This is an optimization exercise on Yosys and OpenROAD, whose aim is small area, not a production implementation. RTL that was checked went through simulation tests only; none was proved equivalent to the original. Power is estimated from default activity; no workload was simulated.

==> inputs of build 72 <==
Design xbar_unmuxed, start of the top module:
module xbar_unmuxed (
  input  logic          clk_i,
  input  logic          arst_n_i,
  input  logic [63:0]   s_aw_addr,
  input  logic [1:0]    s_aw_valid,
  output logic [1:0]    s_aw_ready,
  input  logic [63:0]   s_w_data,
  input  logic [7:0]    s_w_strb,
  input  logic [1:0]    s_w_valid,
  output logic [1:0]    s_w_ready,
  output logic [3:0]    s_b_resp,
  output logic [1:0]    s_b_valid,
  input  logic [1:0]    s_b_ready,
  input  logic [63:0]   s_ar_addr,
  input  logic [1:0]    s_ar_valid,
  output logic [1:0]    s_ar_ready,
  output logic [63:0]   s_r_data,
  output logic [3:0]    s_r_resp,
  output logic [1:0]    s_r_valid,
  input  logic [1:0]    s_r_ready,
  output logic [191:0]  m_aw_addr,
  output logic [5:0]    m_aw_valid,
  input  logic [5:0]    m_aw_ready,
  output logic [191:0]  m_w_data,
  output logic [23:0]   m_w_strb,
  output logic [5:0]    m_w_valid,
  input  logic [5:0]    m_w_ready,
  input  logic [11:0]   m_b_resp,
  input  logic [5:0]    m_b_valid,
  output logic [5:0]    m_b_ready,
  output logic [191:0]  m_ar_addr,
  output logic [5:0]    m_ar_valid,
  input  logic [5:0]    m_ar_ready,
  input  logic [191:0]  m_r_data,
  input  logic [11:0]   m_r_resp,
  input  logic [5:0]    m_r_valid,
  output logic [5:0]    m_r_ready,
  input  logic [7:0]    map_idx_i,
  input  logic [127:0]  map_start_i,
  input  logic [127:0]  map_end_i,
  ...
clock: 12.0 ns
lec_check: 0
cap_margin: 20
core_area: 5 5 535 535
die_area: 0 0 540 540
slew_margin: 20
run.sh (not shown) runs the stock make flow with config.mk's settings and CLKGATE_MAP_FILE= SYNTH_SCRIPT=/design/flow/synth_recipe.tcl, a recipe that flattens the netlist after the stock synthesis.
==> trial 92 (differences from build 72) <==
--- a/flow/design.v
+++ b/flow/design.v
@@ -1,74 +1,132 @@
 `timescale 1ns/1ps
-module chan_cut #(
-  parameter int unsigned Width = 1
-) (
-  input  logic             clk_i,
-  input  logic             arst_n_i,
-  input  logic             valid_i,
-  input  logic [Width-1:0] data_i,
-  input  logic             ready_i,
-  output logic             main_valid_o,
-  output logic             skid_valid_o,
-  output logic [Width-1:0] data_o
+module chan_cut (
+  input  logic clk_i,
+  input  logic arst_n_i,
+  input  logic valid_i,
+  input  logic ready_i,
+  output logic main_load_o,
+  output logic main_valid_o,
+  output logic skid_valid_o
 );
-  logic             main_valid_q;
-  logic             skid_valid_q;
-  logic [Width-1:0] main_q;
-  logic [Width-1:0] skid_q;
-  logic             main_load;
+  logic main_valid_q;
+  logic skid_valid_q;
+  logic main_load;
   assign main_load = ~main_valid_q | ready_i;
+  assign main_load_o  = main_load;
   assign main_valid_o = main_valid_q;
   assign skid_valid_o = skid_valid_q;
-  assign data_o       = main_q;
   always_ff @(posedge clk_i or negedge arst_n_i) begin
     if (!arst_n_i) begin
       main_valid_q <= 1'b0;
       skid_valid_q <= 1'b0;
     end else if (main_load) begin
       main_valid_q <= skid_valid_q | valid_i;
       skid_valid_q <= 1'b0;
     end else if (valid_i) begin
       skid_valid_q <= 1'b1;
     end
   end
-  always_ff @(posedge clk_i) begin
-    if (main_load) begin
-      main_q <= skid_valid_q ? skid_q : data_i;
-    end
-    if (!skid_valid_q) begin
-      skid_q <= data_i;
-    end
-  end
 endmodule
 `timescale 1ns/1ps
 `timescale 1ns/1ps
+module borrow_from_n (
+  input  logic g_n_i,
+  input  logic p_n_i,
+  input  logic c_n_i,
+  output logic c_o
+);
+  assign c_o = ~(g_n_i & (p_n_i | c_n_i));
+endmodule
+module borrow_to_n (
+  input  logic g_i,
+  input  logic p_i,
+  input  logic c_i,
+  output logic c_n_o
+);
+  assign c_n_o = ~(p_i & (g_i | c_i));
+endmodule
+module less_than (
+  input  logic [31:0] a_i,
+  input  logic [31:0] a_n_i,
+  input  logic [31:0] b_i,
+  input  logic [31:0] b_n_i,
+  output logic        lt_o
+);
+  logic [32:0] c;     
+  logic [32:0] c_n;   
+  assign c_n[1] = ~(a_n_i[0] & b_i[0]);
+  for (genvar k = 1; k < 32; k++) begin : gen_bit
+    if (k % 2 == 1) begin : gen_odd
+      borrow_from_n i_step (
+        .g_n_i (~(a_n_i[k] & b_i[k])),
+        .p_n_i (~(a_n_i[k] | b_i[k])),
+        .c_n_i (c_n[k]),
+        .c_o   (c[k+1])
+      );
+    end else begin : gen_even
+      borrow_to_n i_step (
+        .g_i   (~(a_i[k] | b_n_i[k])),
+        .p_i   (~(a_i[k] & b_n_i[k])),
+        .c_i   (c[k]),
+        .c_n_o (c_n[k+1])
+      );
+    end
+  end
+  assign lt_o = c[32];
+endmodule
 module addr_decoder #(
   parameter int unsigned NoRules = 4
 ) (
   input  logic [31:0]           addr_i,
   input  logic [NoRules*2-1:0]  map_idx_i,
   input  logic [NoRules*32-1:0] map_start_i,
   input  logic [NoRules*32-1:0] map_end_i,
+  input  logic [NoRules*32-1:0] map_start_n_i,
+  input  logic [NoRules*32-1:0] map_end_n_i,
   input  logic                  en_default_i,
   input  logic [1:0]            default_idx_i,
   output logic [1:0]            sel_o
 );
+  logic [31:0]        addr_n;
+  logic [NoRules-1:0] below_start;
+  logic [NoRules-1:0] below_end;
+  for (genvar k = 0; k < 32; k++) begin : gen_addr_n
+    if (k % 2 == 1 || k == 0) begin : gen_used
+      assign addr_n[k] = ~addr_i[k];
+    end else begin : gen_unused
+      assign addr_n[k] = 1'b0;
+    end
+  end
+  for (genvar r = 0; r < NoRules; r++) begin : gen_rule
+    less_than i_lt_start (
+      .a_i   (addr_i),
+      .a_n_i (addr_n),
+      .b_i   (map_start_i[r*32 +: 32]),
+      .b_n_i (map_start_n_i[r*32 +: 32]),
+      .lt_o  (below_start[r])
+    );
+    less_than i_lt_end (
+      .a_i   (addr_i),
+      .a_n_i (addr_n),
+      .b_i   (map_end_i[r*32 +: 32]),
+      .b_n_i (map_end_n_i[r*32 +: 32]),
+      .lt_o  (below_end[r])
+    );
+  end
   logic hit;
   always_comb begin
     hit = 1'b0;
     if (en_default_i) begin
       sel_o = default_idx_i;
     end else begin
       sel_o = 2'd3;
     end
     for (int r = 0; r < NoRules; r++) begin
-      if (!hit &&
-          (addr_i >= map_start_i[r*32 +: 32]) &&
-          (addr_i <  map_end_i[r*32 +: 32])) begin
+      if (!hit && !below_start[r] && below_end[r]) begin
         hit   = 1'b1;
         sel_o = map_idx_i[r*2 +: 2];
       end
     end
   end
 endmodule
 `timescale 1ns/1ps
@@ -179,59 +237,109 @@
     b_in_resp = '0;
     r_in      = '0;
     for (int l = 0; l < NoLanes; l++) begin
       b_in_resp = b_in_resp | (m_b_resp_i[l*2 +: 2] & {2{m_b_valid_i[l]}});
       r_in      = r_in | ({m_r_data_i[l*32 +: 32], m_r_resp_i[l*2 +: 2]} & {34{m_r_valid_i[l]}});
     end
   end
-  chan_cut #(.Width(32)) i_aw_cut (
+  logic             aw_main_load;
+  logic [31:0] aw_main_q, aw_skid_q;
+  chan_cut i_aw_cut (
     .clk_i, .arst_n_i,
     .valid_i      (w_lane_hs),
-    .data_i       (aw_addr_i),
     .ready_i      (aw_lane_ready),
+    .main_load_o  (aw_main_load),
     .main_valid_o (aw_main_v),
-    .skid_valid_o (aw_skid_v),
-    .data_o       (m_aw_addr_o)
+    .skid_valid_o (aw_skid_v)
   );
-  chan_cut #(.Width(36)) i_w_cut (
+  always_ff @(posedge clk_i) begin
+    if (aw_main_load) begin
+      aw_main_q <= aw_skid_v ? aw_skid_q : aw_addr_i;
+    end
+    if (!aw_skid_v) begin
+      aw_skid_q <= aw_addr_i;
+    end
+  end
+  assign m_aw_addr_o = aw_main_q;
+  logic             w_main_load;
+  logic [35:0] w_main_q, w_skid_q;
+  chan_cut i_w_cut (
     .clk_i, .arst_n_i,
     .valid_i      (w_lane_hs),
-    .data_i       ({w_data_i, w_strb_i}),
     .ready_i      (w_lane_ready),
+    .main_load_o  (w_main_load),
     .main_valid_o (w_main_v),
-    .skid_valid_o (w_skid_v),
-    .data_o       ({m_w_data_o, m_w_strb_o})
+    .skid_valid_o (w_skid_v)
   );
-  chan_cut #(.Width(2)) i_b_cut (
+  always_ff @(posedge clk_i) begin
+    if (w_main_load) begin
+      w_main_q <= w_skid_v ? w_skid_q : {w_data_i, w_strb_i};
+    end
+    if (!w_skid_v) begin
+      w_skid_q <= {w_data_i, w_strb_i};
+    end
+  end
+  assign {m_w_data_o, m_w_strb_o} = w_main_q;
+  logic             b_main_load;
+  logic [1:0] b_main_q, b_skid_q;
+  chan_cut i_b_cut (
     .clk_i, .arst_n_i,
     .valid_i      (|m_b_valid_i),
-    .data_i       (b_in_resp),
     .ready_i      (b_ready_i),
+    .main_load_o  (b_main_load),
     .main_valid_o (b_main_v),
-    .skid_valid_o (b_skid_v),
-    .data_o       (b_resp_q)
+    .skid_valid_o (b_skid_v)
   );
-  chan_cut #(.Width(32)) i_ar_cut (
+  always_ff @(posedge clk_i) begin
+    if (b_main_load) begin
+      b_main_q <= b_skid_v ? b_skid_q : b_in_resp;
+    end
+    if (!b_skid_v) begin
+      b_skid_q <= b_in_resp;
+    end
+  end
+  assign b_resp_q = b_main_q;
+  logic             ar_main_load;
+  logic [31:0] ar_main_q, ar_skid_q;
+  chan_cut i_ar_cut (
     .clk_i, .arst_n_i,
     .valid_i      (ar_lane_hs),
-    .data_i       (ar_addr_i),
     .ready_i      (ar_lane_ready),
+    .main_load_o  (ar_main_load),
     .main_valid_o (ar_main_v),
-    .skid_valid_o (ar_skid_v),
-    .data_o       (m_ar_addr_o)
+    .skid_valid_o (ar_skid_v)
   );
-  chan_cut #(.Width(34)) i_r_cut (
+  always_ff @(posedge clk_i) begin
+    if (ar_main_load) begin
+      ar_main_q <= ar_skid_v ? ar_skid_q : ar_addr_i;
+    end
+    if (!ar_skid_v) begin
+      ar_skid_q <= ar_addr_i;
+    end
+  end
+  assign m_ar_addr_o = ar_main_q;
+  logic             r_main_load;
+  logic [33:0] r_main_q, r_skid_q;
+  chan_cut i_r_cut (
     .clk_i, .arst_n_i,
     .valid_i      (|m_r_valid_i),
-    .data_i       (r_in),
     .ready_i      (r_ready_i),
+    .main_load_o  (r_main_load),
     .main_valid_o (r_main_v),
-    .skid_valid_o (r_skid_v),
-    .data_o       ({r_data_o, r_resp_q})
+    .skid_valid_o (r_skid_v)
   );
+  always_ff @(posedge clk_i) begin
+    if (r_main_load) begin
+      r_main_q <= r_skid_v ? r_skid_q : r_in;
+    end
+    if (!r_skid_v) begin
+      r_skid_q <= r_in;
+    end
+  end
+  assign {r_data_o, r_resp_q} = r_main_q;
   always_ff @(posedge clk_i or negedge arst_n_i) begin
     if (!arst_n_i) begin
       w_tgt_q <= '0;
       r_tgt_q <= '0;
       w_cnt_q <= '0;
       r_cnt_q <= '0;
     end else begin
@@ -296,14 +404,25 @@
   input  logic [127:0]  map_start_i,
   input  logic [127:0]  map_end_i,
   input  logic [1:0]    en_default_mst_i,
   input  logic [3:0]    default_mst_i
 );
   localparam int unsigned NoSlv = 2;
   localparam int unsigned NoMst = 3;
+  logic [127:0] map_start_n;
+  logic [127:0] map_end_n;
+  for (genvar k = 0; k < 128; k++) begin : gen_map_n
+    if (k % 2 == 0 && k % 32 != 0) begin : gen_used
+      assign map_start_n[k] = ~map_start_i[k];
+      assign map_end_n[k]   = ~map_end_i[k];
+    end else begin : gen_unused
+      assign map_start_n[k] = 1'b0;
+      assign map_end_n[k]   = 1'b0;
+    end
+  end
   for (genvar i = 0; i < NoSlv; i++) begin : gen_slv_port
     localparam int unsigned NoLanes = (i == 0) ? 3 : 2;
     logic [1:0] aw_sel;
     logic [1:0] ar_sel;
     logic [NoLanes-1:0]    p_aw_valid, p_aw_ready, p_w_valid, p_w_ready;
     logic [NoLanes-1:0]    p_b_valid, p_b_ready;
     logic [NoLanes-1:0]    p_ar_valid, p_ar_ready, p_r_valid, p_r_ready;
@@ -312,23 +431,27 @@
     logic [31:0]           p_aw_addr, p_w_data, p_ar_addr;
     logic [3:0]            p_w_strb;
     addr_decoder i_aw_dec (
       .addr_i        (s_aw_addr[i*32 +: 32]),
       .map_idx_i     (map_idx_i),
       .map_start_i   (map_start_i),
       .map_end_i     (map_end_i),
+      .map_start_n_i (map_start_n),
+      .map_end_n_i   (map_end_n),
       .en_default_i  (en_default_mst_i[i]),
       .default_idx_i (default_mst_i[i*2 +: 2]),
       .sel_o         (aw_sel)
     );
     addr_decoder i_ar_dec (
       .addr_i        (s_ar_addr[i*32 +: 32]),
       .map_idx_i     (map_idx_i),
       .map_start_i   (map_start_i),
       .map_end_i     (map_end_i),
+      .map_start_n_i (map_start_n),
+      .map_end_n_i   (map_end_n),
       .en_default_i  (en_default_mst_i[i]),
       .default_idx_i (default_mst_i[i*2 +: 2]),
       .sel_o         (ar_sel)
     );
     lite_demux #(.NoLanes(NoLanes)) i_demux (
       .clk_i         (clk_i),
       .arst_n_i      (arst_n_i),
==> flow/flow/run.sh (new file) <==
#!/bin/bash
# The standard layout, with the port buffers made of the smallest buffer
# cell instead of the one buffer_ports picks by default. Every input and
# output port still gets its own buffer.
set -euo pipefail
bash standard.sh "BUFFER_PORTS_ARGS=-buffer_cell sky130_fd_sc_hd__buf_1" finish > standard.log 2>&1
==> flow/standard.sh (new file) <==
#!/bin/bash
# synth_recipe.tcl (not shown) runs the flow's synth.tcl, then flattens the netlist and writes it again
# the make line also repeats each setting of config.mk as NAME=value (left out here)
make -C /OpenROAD-flow-scripts/flow DESIGN_CONFIG=/design/flow/config.mk WORK_HOME=/design/flow/orfs CLKGATE_MAP_FILE= SYNTH_SCRIPT=/design/flow/synth_recipe.tcl "${@:-finish}"
- SYNTH_HIERARCHICAL: not set -> 1
- SYNTH_MINIMUM_KEEP_SIZE: not set -> 0
removed: flow/run.sh
==> impl_results.md <==
* Layout Nets at 7396
* Register area share after synthesis at 0.316
* Reg2reg end: gen_slv_port[0].i_demux.w_cnt_q[2]
* Synth Area in XOR/XNOR at 0.00284
* CP top delay family: simple AND/OR/NAND/NOR gates
* Status: no timing/DRC/antenna violations
* CP max stage cell: a21oi_1
* Worst-skew pair later-pin latency at 810 ps
* Critical Path Fanout Max at 4
* Worst-Margin Slew at ~1200 ps
* Net switching power figure at 3.20 mW
* DR pass1 iterations at 6
* Internal power at 5.44 mW
* Min Tclk post-route at between 10000 and 15000 ps
* Crit path arrival time at 8730 ps
* Fin area at 0.0645 sq mm
* Flop and latch count out of synthesis at ~580
* Sequential share of cell area at 0.227
* Min-delay src: gen_slv_port[0].i_demux.i_r_cut.skid_q[15]
* Peak supply drop at 0.0000943 V
-- figures above: build 72

==> impl_results.md <==
* CP max stage cell: o41ai_2
* Worst-Margin Slew at 1200 ps
* Min-delay src: gen_slv_port[0].i_demux.r_skid_q[15]
* Sequential share of cell area at 0.302
* Reg2reg end: gen_slv_port[0].i_demux.ar_main_q[14]
* Min Tclk post-route at 11690 ps
* Fin area at 0.0484 sq mm
* Status: no timing/DRC/antenna violations
* DR pass1 iterations at 9
* Crit path arrival time at approximately 9300 ps
* Layout Nets at a little under 7000
* CP top delay family: compound AO/OA/AOI/OAI gates
* Net switching power figure at 3.05 mW
* Critical Path Fanout Max at 8
-- figures above: trial 92

Function not checked in trial 92: the RTL went through the layout flow alone.

what the ideal ports hide:
How much do the figures lean on ideal ports? The routed layouts below were timed once more, with nothing changed but the port constraints. Step 1: set_driving_cell puts a clkbuf_16 on clk_i and a buf_2 on each other input, an assumption about the parent block. Step 2 times the ports against the registers' clock, not the clock port: input delays grow and output delays shrink by t, the midpoint of the rising clock arrivals with the driver on. Slacks: ideal ports / drivers / drivers and shift; pairs: ideal ports / drivers.
| run | t (ns) | setup WS [ns] | worst setup path after step 2 | clock arrival spread, ns |
|---|---|---|---|---|
| build 72 | 0.872 | 0.870 / 0.747 / 0.747 | input to output | 0.101 / 0.102 |
| trial 92 | 0.853 | 0.305 / 0.233 / 0.233 | input to output | 0.075 / 0.075 |
After both steps every run listed still meets setup and hold. For build 72, which loses most, drivers alone change the setup slack by -0.123 ns; drivers and shift together by -0.123 ns.
